From an optimization exercise on the open Yosys and OpenROAD flow, aimed at small area, a short achievable clock period and few clock cycles per item; shortcuts taken in it are not production practice. Only simulation tests tie the RTL to the original design; equivalence was not proved.

==> flow/design.v, too long to show whole: its modules and the start of the top module <==
// module registerFile: 38 lines
// module specialRegisters: 76 lines
// module busMux: 32 lines
// module alu: 121 lines
// module mulEngine: 447 lines
// module dataPath: 93 lines
module dataPath (
    input  logic        Clock,
    input  logic        rstN,
    input  logic [9:0]  outSel,      
    input  logic [10:0] loadSel,     
    input  logic [3:0]  regSel,
    input  logic [4:0]  opSelect,
    input  logic        start,
    input  logic [31:0] mdataIn,
    output logic [31:0] busOut,
    output logic        finished
);
  // ...
==> flow/run.sh <==
#!/bin/bash
# synth_recipe.tcl (not shown) runs the flow's synth.tcl, then flattens the netlist and writes it again
# the make line also repeats each setting of config.mk as NAME=value (left out here)
make -C /OpenROAD-flow-scripts/flow DESIGN_CONFIG=/design/flow/config.mk WORK_HOME=/design/flow/orfs CLKGATE_MAP_FILE= SYNTH_SCRIPT=/design/flow/synth_recipe.tcl finish
==> flow/config.mk <==
export PLATFORM = sky130hd
export DESIGN_NAME = dataPath
export DESIGN_NICKNAME = dataPath
export VERILOG_FILES = /design/flow/design.v
export SDC_FILE = /design/flow/constraint.sdc
export NUM_CORES = 4
export LEC_CHECK = 0
export CAP_MARGIN = 20
export CORE_MARGIN = 2
export CORE_UTILIZATION = 40
export SETUP_SLACK_MARGIN = 1.5
export SLEW_MARGIN = 20
==> flow/constraint.sdc <==
create_clock -name core_clock -period 7.0 [get_ports {Clock}]
set_input_delay 1.4000 -clock core_clock [delete_from_list [all_inputs] [get_ports {Clock}]]
set_output_delay 1.4000 -clock core_clock [all_outputs]
set_load 0.01 [all_outputs]
==> flow_metrics.env, run 1 <==
export IMPL_status="finished clean"
export IMPL_cp_arrival_ns=5.93
export IMPL_seq_area_frac_synth_pct=58.9
export IMPL_route_met3_wl_mm=18.3
export IMPL_die_area_sq_um=119000
export IMPL_largest_register="u_registerFile.regs"
export IMPL_netlist_top_cells_count="edfxtp_1, inv_1, nand2_1"
export IMPL_multi_input_area_sq_um=18200
export IMPL_hold_viol=0
export IMPL_wl_met1_mm=63.5
export IMPL_max_slew_margin_pct=22.2
export IMPL_dr_wl_met2_mm=70.3
export IMPL_worstPathRequired_ns=7.37
export IMPL_cp_slowest_cell="fa_1"
export IMPL_synth_top_area_share_pct=53.8
export IMPL_dr_max_layer_used="met5"
export IMPL_synthMuxAreaShare_pct=1.98
export IMPL_diodes=2
export IMPL_seqCellArea_sq_um=27400
export IMPL_rows=125
export IMPL_yosysTopAreaCell="edfxtp_1"
export IMPL_cpMostUsedCell="fa_1"
export IMPL_grt_setup_unrepaired="true"
export IMPL_met3_usage_pct=5.83
export IMPL_hold_ws_ns=0.472
export IMPL_r2r_end="u_specialRegisters.rzLo[22]"
export IMPL_cts_sinks=927
export IMPL_ios=98
export IMPL_hold_path_depth=1
export IMPL_areaGrowthSynthToFinish_pct=19.8
export IMPL_path_cells="buf_6 -> and2_4 -> fa_1 -> fa_1 -> fa_1 -> inv_2 -> fa_1 -> inv_2 -> ha_4 -> a2111o_1 -> o211ai_1 -> a211oi_2 -> buf_6 -> a211oi_4 -> buf_6 -> o31ai_4 -> xor2_2 -> a221oi_2 -> a21oi_2"
export IMPL_placed_cell_area_sq_um=49500
export IMPL_use_met2_pct=39.3
export IMPL_synth_area_top_cells="edfxtp_1, fa_1, dfrtp_1"
export IMPL_post_cts_setup_buffer_count=91
export IMPL_tritoncts="yes"
export IMPL_seq_share_pct=49.2
export IMPL_grtUsageTotal_pct=25.6
export IMPL_cp_num_cells=19
export IMPL_h_tree_depth=3
export IMPL_route_detailed_drc=0
Testbench counts, summed over its fixed seeds: cycles 30,800, ops 6,400.
==> module alu, before the edit <==
module alu (
    input  logic                Clock,
    input  logic                rstN,
    input  datapathPkg::aluOp_t opSelect,
    input  logic                start,
    input  datapathPkg::word_t  a,
    input  datapathPkg::word_t  b,
    output datapathPkg::dword_t result,
    output logic                finished
);
    localparam int W  = 32;
    localparam int K  = 8;         
    localparam int L  = W / K;                 
    localparam int CW = (L > 2) ? $clog2(L) : 1;
    typedef struct packed {
        logic engLo;     
        logic engHi;     
        logic andOp;
        logic orOp;
        logic mul;
    } kind_t;
    logic                isAdd, isSub, isAnd, isOr, isMul, isShl, isShr;
    kind_t               kind;
    logic                subReg;                
    logic [CW-1:0]       stepsLeft;             
    datapathPkg::word_t  aReg;                  
    datapathPkg::word_t  bReg;                  
    datapathPkg::word_t  acc;                   
    logic [W+K-1:0]      engSum;
    logic [4:0]          shAmt;
    logic                shrBits;               
    logic [K-1:0]        chunkNext;
    datapathPkg::word_t  aShl;
    datapathPkg::word_t  aShr;
    datapathPkg::word_t  aNext;
    datapathPkg::word_t  lowResult;
    assign isAdd = (opSelect == datapathPkg::opAdd);
    assign isSub = (opSelect == datapathPkg::opSub);
    assign isAnd = (opSelect == datapathPkg::opAnd);
    assign isOr  = (opSelect == datapathPkg::opOr);
    assign isMul = (opSelect == datapathPkg::opMul);
    assign isShl = (opSelect == datapathPkg::opShl);
    assign isShr = (opSelect == datapathPkg::opShr);
    assign shAmt   = b[4:0];
    assign shrBits = (shAmt[2:0] != 3'd0);
    assign aShl    = a << {shAmt[4:3], 3'b000};
    assign aShr    = a >> {shAmt[4:3], 3'b000};
    always_comb begin
        aNext = a;
        if (isShl) begin
            aNext = aShl;
        end else if (isShr) begin
            aNext = aShr;
        end
    end
    always_comb begin
        chunkNext = b[K-1:0];
        if (isShl) begin
            chunkNext = K'(1) << shAmt[2:0];
        end else if (isShr) begin
            chunkNext = shrBits ? K'(1) << (4'd8 - {1'b0, shAmt[2:0]}) : K'(1);
        end else if (isAdd || isSub) begin
            chunkNext = K'(1);
        end
    end
    mulEngine u_engine (
        .a     (aReg),
        .chunk (bReg[K-1:0]),
        .acc   (acc),
        .cin   (subReg),
        .sum   (engSum)
    );
    always_ff @(posedge Clock or negedge rstN) begin
        if (!rstN) begin
            kind      <= '0;
            stepsLeft <= '0;
            finished  <= 1'b0;
        end else begin
            finished <= 1'b0;
            if (start) begin
                kind.engLo <= isAdd | isSub | isShl | (isShr & ~shrBits);
                kind.engHi <= isShr & shrBits;
                kind.andOp <= isAnd;
                kind.orOp  <= isOr;
                kind.mul   <= isMul;
                if (isMul && L > 1) begin
                    stepsLeft <= CW'(L - 1);
                end else begin
                    finished <= 1'b1;
                end
            end else if (stepsLeft != '0) begin
                stepsLeft <= stepsLeft - 1'b1;
                if (stepsLeft == CW'(1)) begin
                    finished <= 1'b1;
                end
            end
        end
    end
    always_ff @(posedge Clock) begin
        if (start) begin
            aReg   <= aNext;
            bReg   <= {b[W-1:K], chunkNext};
            acc    <= (b ^ {W{isSub}}) & {W{isAdd | isSub}};
            subReg <= isSub;
        end else if (stepsLeft != '0) begin
            acc  <= engSum[W+K-1:K];
            bReg <= {engSum[K-1:0], bReg[W-1:K]};
        end
    end
    assign lowResult = ({W{kind.engLo}} & engSum[W-1:0])
                     | ({W{kind.engHi}} & engSum[W+K-1:K])
                     | ({W{kind.andOp}} & (aReg & bReg))
                     | ({W{kind.orOp}}  & (aReg | bReg));
    always_comb begin
        if (kind.mul) begin
            result = {engSum, bReg[W-1:K]};
        end else begin
            result = {{W{1'b0}}, lowResult};
        end
    end
endmodule
==> run 2, diff against run 1 <==
--- a/flow/design.v
+++ b/flow/design.v
@@ -295,13 +295,29 @@
         end
     end
+    logic               chunkLoad;
+    logic [K-1:0]       chunkIn;
+    assign chunkLoad = start | (stepsLeft != '0);
+    assign chunkIn   = start ? chunkNext : bReg[2*K-1:K];
+    always_ff @(posedge Clock or negedge rstN) begin
+        if (!rstN) begin
+            aReg        <= '0;
+            bReg[K-1:0] <= '0;
+        end else begin
+            if (start) begin
+                aReg <= aNext;
+            end
+            if (chunkLoad) begin
+                bReg[K-1:0] <= chunkIn;
+            end
+        end
+    end
     always_ff @(posedge Clock) begin
         if (start) begin
-            aReg   <= aNext;
-            bReg   <= {b[W-1:K], chunkNext};
-            acc    <= (b ^ {W{isSub}}) & {W{isAdd | isSub}};
-            subReg <= isSub;
+            bReg[W-1:K] <= b[W-1:K];
+            acc         <= (b ^ {W{isSub}}) & {W{isAdd | isSub}};
+            subReg      <= isSub;
         end else if (stepsLeft != '0) begin
-            acc  <= engSum[W+K-1:K];
-            bReg <= {engSum[K-1:0], bReg[W-1:K]};
+            acc         <= engSum[W+K-1:K];
+            bReg[W-1:K] <= {engSum[K-1:0], bReg[W-1:2*K]};
         end
     end
==> run 2 against run 1 <==
Net effect:
- synthesized cell count rose by 2.0%
- clock skew grew 0.0051 ns
- wire length up 0.69%
- critical path depth stayed put
- clock-buffer cell count down 3
==> flow_metrics.env, run 2 <==
export IMPL_hold_path_depth=1
export IMPL_status="finished clean"
export IMPL_layoutNonFillerInstCount=5464
export IMPL_timing_rr_start="u_alu.bReg[3]"
export IMPL_first_pass_iters=8
export IMPL_ant_nets=0
export IMPL_r2r_end="u_alu.acc[20]"
export IMPL_met3_usage_pct=2.88
export IMPL_largest_register_ff_count=512
export IMPL_syn_instance_count=3659
export IMPL_grt_pass1_wl_mm=223
export IMPL_cts_root_buf="clkbuf_16"
export IMPL_drt_iter0_drc=4190
export IMPL_synth_area_top_cells="edfxtp_1, fa_1, dfrtp_1"
export IMPL_tritoncts="yes"
export IMPL_setup_violations=0
export IMPL_setup_tns_ns=0
export IMPL_clockBufferDepth=3
export IMPL_synth_top_area_share_pct=51.0
export IMPL_hold_viol=0
export IMPL_grt_setup_unrepaired="true"
export IMPL_wl_mm=157
export IMPL_start_kind="flip-flop"
export IMPL_die_h_um=346
export IMPL_avgSynthCellArea_sq_um=12.8
export IMPL_hold_buffers=0
export IMPL_syn_nets=3989
export IMPL_clk_latency_ns=0.66
export IMPL_min_delay_path_class="flip-flop to flip-flop"
export IMPL_synth_ff_type="edfxtp_1"
export IMPL_ys_async_sr_fraction_pct=14.5
export IMPL_post_synth_top_count_cell="edfxtp_1"
export IMPL_finalCriticalPeriod_ns=5.48
export IMPL_reg2reg_slack_ns=1.52
export IMPL_clk_pin_slew_ns=0.06
export IMPL_finalMaxSlewViolations=0
export IMPL_path_max_fanout=12
export IMPL_worstHoldEndpoint="u_registerFile.valid[10]"
export IMPL_largest_register="u_registerFile.regs"
export IMPL_seq_area_frac_synth_pct=58.2
export IMPL_gr_max_usage_layer="met2"
export IMPL_r2r_cells=19
export IMPL_grtUsageTotal_pct=25.2
export IMPL_overflow=0
export IMPL_synth_area_sq_um=46700
export IMPL_cts_sinks=927
export IMPL_netlist_top_cells_count="edfxtp_1, inv_1, nand2_1"
export IMPL_final_core_util_pct=48.0
export IMPL_gp_congestion=0.911
export IMPL_rows=125
export IMPL_crit_type="flip-flop to flip-flop"
export IMPL_dp_hpwl_mm=97.5
export IMPL_cts_buffers=94
export IMPL_yosysTopAreaCell="edfxtp_1"
export IMPL_ios=98
export IMPL_vias_per_cell=6.06
export IMPL_use_met2_pct=41.4
export IMPL_cp_arrival_ns=5.89
export IMPL_max_slew_margin_pct=23.5
export IMPL_route_detailed_drc=0
export IMPL_end_kind="flip-flop"
export IMPL_nNetsFinal=4189
export IMPL_worstPathRequired_ns=7.41
export IMPL_numPlacedInstances=5161
export IMPL_wl_per_cell_um=28.7
export IMPL_antenna_found_initial=8
export IMPL_clock_skew_ns=0.0258
export IMPL_fmax_ghz=0.183
export IMPL_synth_cell_types=79
export IMPL_synth_edff_count=793
export IMPL_io_buffers=97
export IMPL_min_delay_start="u_registerFile.valid[10]"
export IMPL_areaGrowthSynthToFinish_pct=19.2
export IMPL_use_met1_pct=34.7
export IMPL_layout_drive_gt1_share_pct=19.6
export IMPL_maxCapViolations=0
export IMPL_grt_max_degree=84
export IMPL_grt_pass1_vias=32011
export IMPL_fin_crit_sh_pct=78.2
export IMPL_synth_seq_cells=927
export IMPL_core_sq_um=116000
export IMPL_start_util_pct=40.3
export IMPL_h_tree_depth=3
export IMPL_die_area_sq_um=119000
export IMPL_via_count=33135
export IMPL_worstMarginPinSlew_ns=1.14
export IMPL_synth_warning_count=4
export IMPL_final_common_cell="edfxtp_1"
export IMPL_die_width_um=346
export IMPL_most_common_layout_cells="edfxtp_1, inv_1, nand2_1"
## run 2: cell types whose count changed after synthesis, sizes merged, moves of 19 or more
cell    previous run  this run
a21oi            113        94
a22oi            183       161
and3              53        73
clkbuf           169       191
dfrtp             94       134
edfxtp           833       793
nand2            258       312
## run 2: worst max path at each step
stage | depth (start not counted) | end | start
floorplan | 20 | u_specialRegisters.rzLo[29] | u_alu.bReg[3]
global placement | 19 | u_specialRegisters.rzLo[27] | u_alu.bReg[3]
detailed placement | 19 | u_specialRegisters.rzLo[27] | u_alu.bReg[3]
CTS | 10 | busOut[2] | outSel[9]
global route | 20 | u_specialRegisters.rzLo[23] | u_alu.bReg[0]
finish | 19 | u_alu.acc[20] | u_alu.bReg[3]
## run 2: through the flow
step	hold slack [ns]	setup WS, ns	instance area, sq um
after floorplan	0.430	1.52	46700
after global placement	0.444	0.575	49700
after detailed placement	0.446	0.455	49700
after CTS	0.459	1.46	54100
after global routing	0.477	1.36	55600
final	0.459	1.52	55600
## run 2: per-layer routing
metal / share of wire, % / wire (um) / vias to the layer above
li1: - / - / 13889
met1: 40 / 63400 / 17169
met2: 48 / 74700 / 1758
met3: 8.1 / 12700 / 317
met4: 4.0 / 6270 / 2
met5: 0.0083 / 13 / -
## run 2: cell families after synthesis
logic type,synth area share [%]
flops,58.2
buf+inv,4.99
compound gates,13.5
fa+ha+maj,10.5
simple gates,8.84
xor+xnor,1.84
mux,2.09
## run 2: worst max-delay path, stage by stage, from the launching register on
cell	delay [ns]
dfrtp_2	0.46
buf_12	0.16
buf_12	0.13
clkbuf_16	0.16
and2_4	0.16
fa_1	0.52
inv_1	0.05
fa_1	0.52
fa_1	0.44
fa_1	0.51
inv_1	0.07
ha_4	0.29
nand4_1	0.16
nor3_4	0.25
o311ai_2	0.15
o211ai_1	0.15
nor2_2	0.10
xnor2_1	0.49
inv_1	0.13
o22ai_1	0.30
## run 2: area by class of cell
cell class / count / area, sq um
flip-flops and latches: 927 / 27200
clock buffers: 126 / 2590
clock inverters: 49 / 494
repair buffers: 346 / 3280
fillers: 10082 / 60300
well taps: 1524 / 1910
diodes: 2 / 5.00
multi-input cells: 2132 / 18800
inverters: 358 / 1350
## run 2: repair_timing
action	in CTS	in global routing
pin swaps	53	131
endpoints found under the setup margin	116	93
gates cloned	5	8
buffers inserted	49	64
gates resized for setup	224	176
Testbench counts of run 2, summed over its fixed seeds: cycles 30,800, ops 6,400.

[what the ideal ports hide]
How much do the figures lean on ideal ports? The routed layouts below were timed once more, with nothing changed but the port constraints. Step 1 assumes that a clkbuf_16 drives the clock port and a buf_2 every other input. Step 2 adds t to the input delays and takes it off the output delays; t is the mean of the earliest and latest rising clock arrival at the registers after step 1. Input paths then give back, and output paths get back, about the clock's delay inside the block. Slacks: ideal ports / drivers / drivers and shift; pairs: ideal ports / drivers.
run | t (ns) | slack for setup (ns) | worst slew at a driven data input, ns | pins driven straight from the clock port
run 1 | 0.726 | 1.447 / 1.447 / 1.447 | 0.08 | 1
run 2 | 0.718 | 1.524 / 1.513 / 1.472 | 0.15 | 1
After both steps setup and hold are still met in every run listed. The setup slack of run 2, which loses most, moves by -0.011 ns with the drivers and by -0.052 ns with both steps.
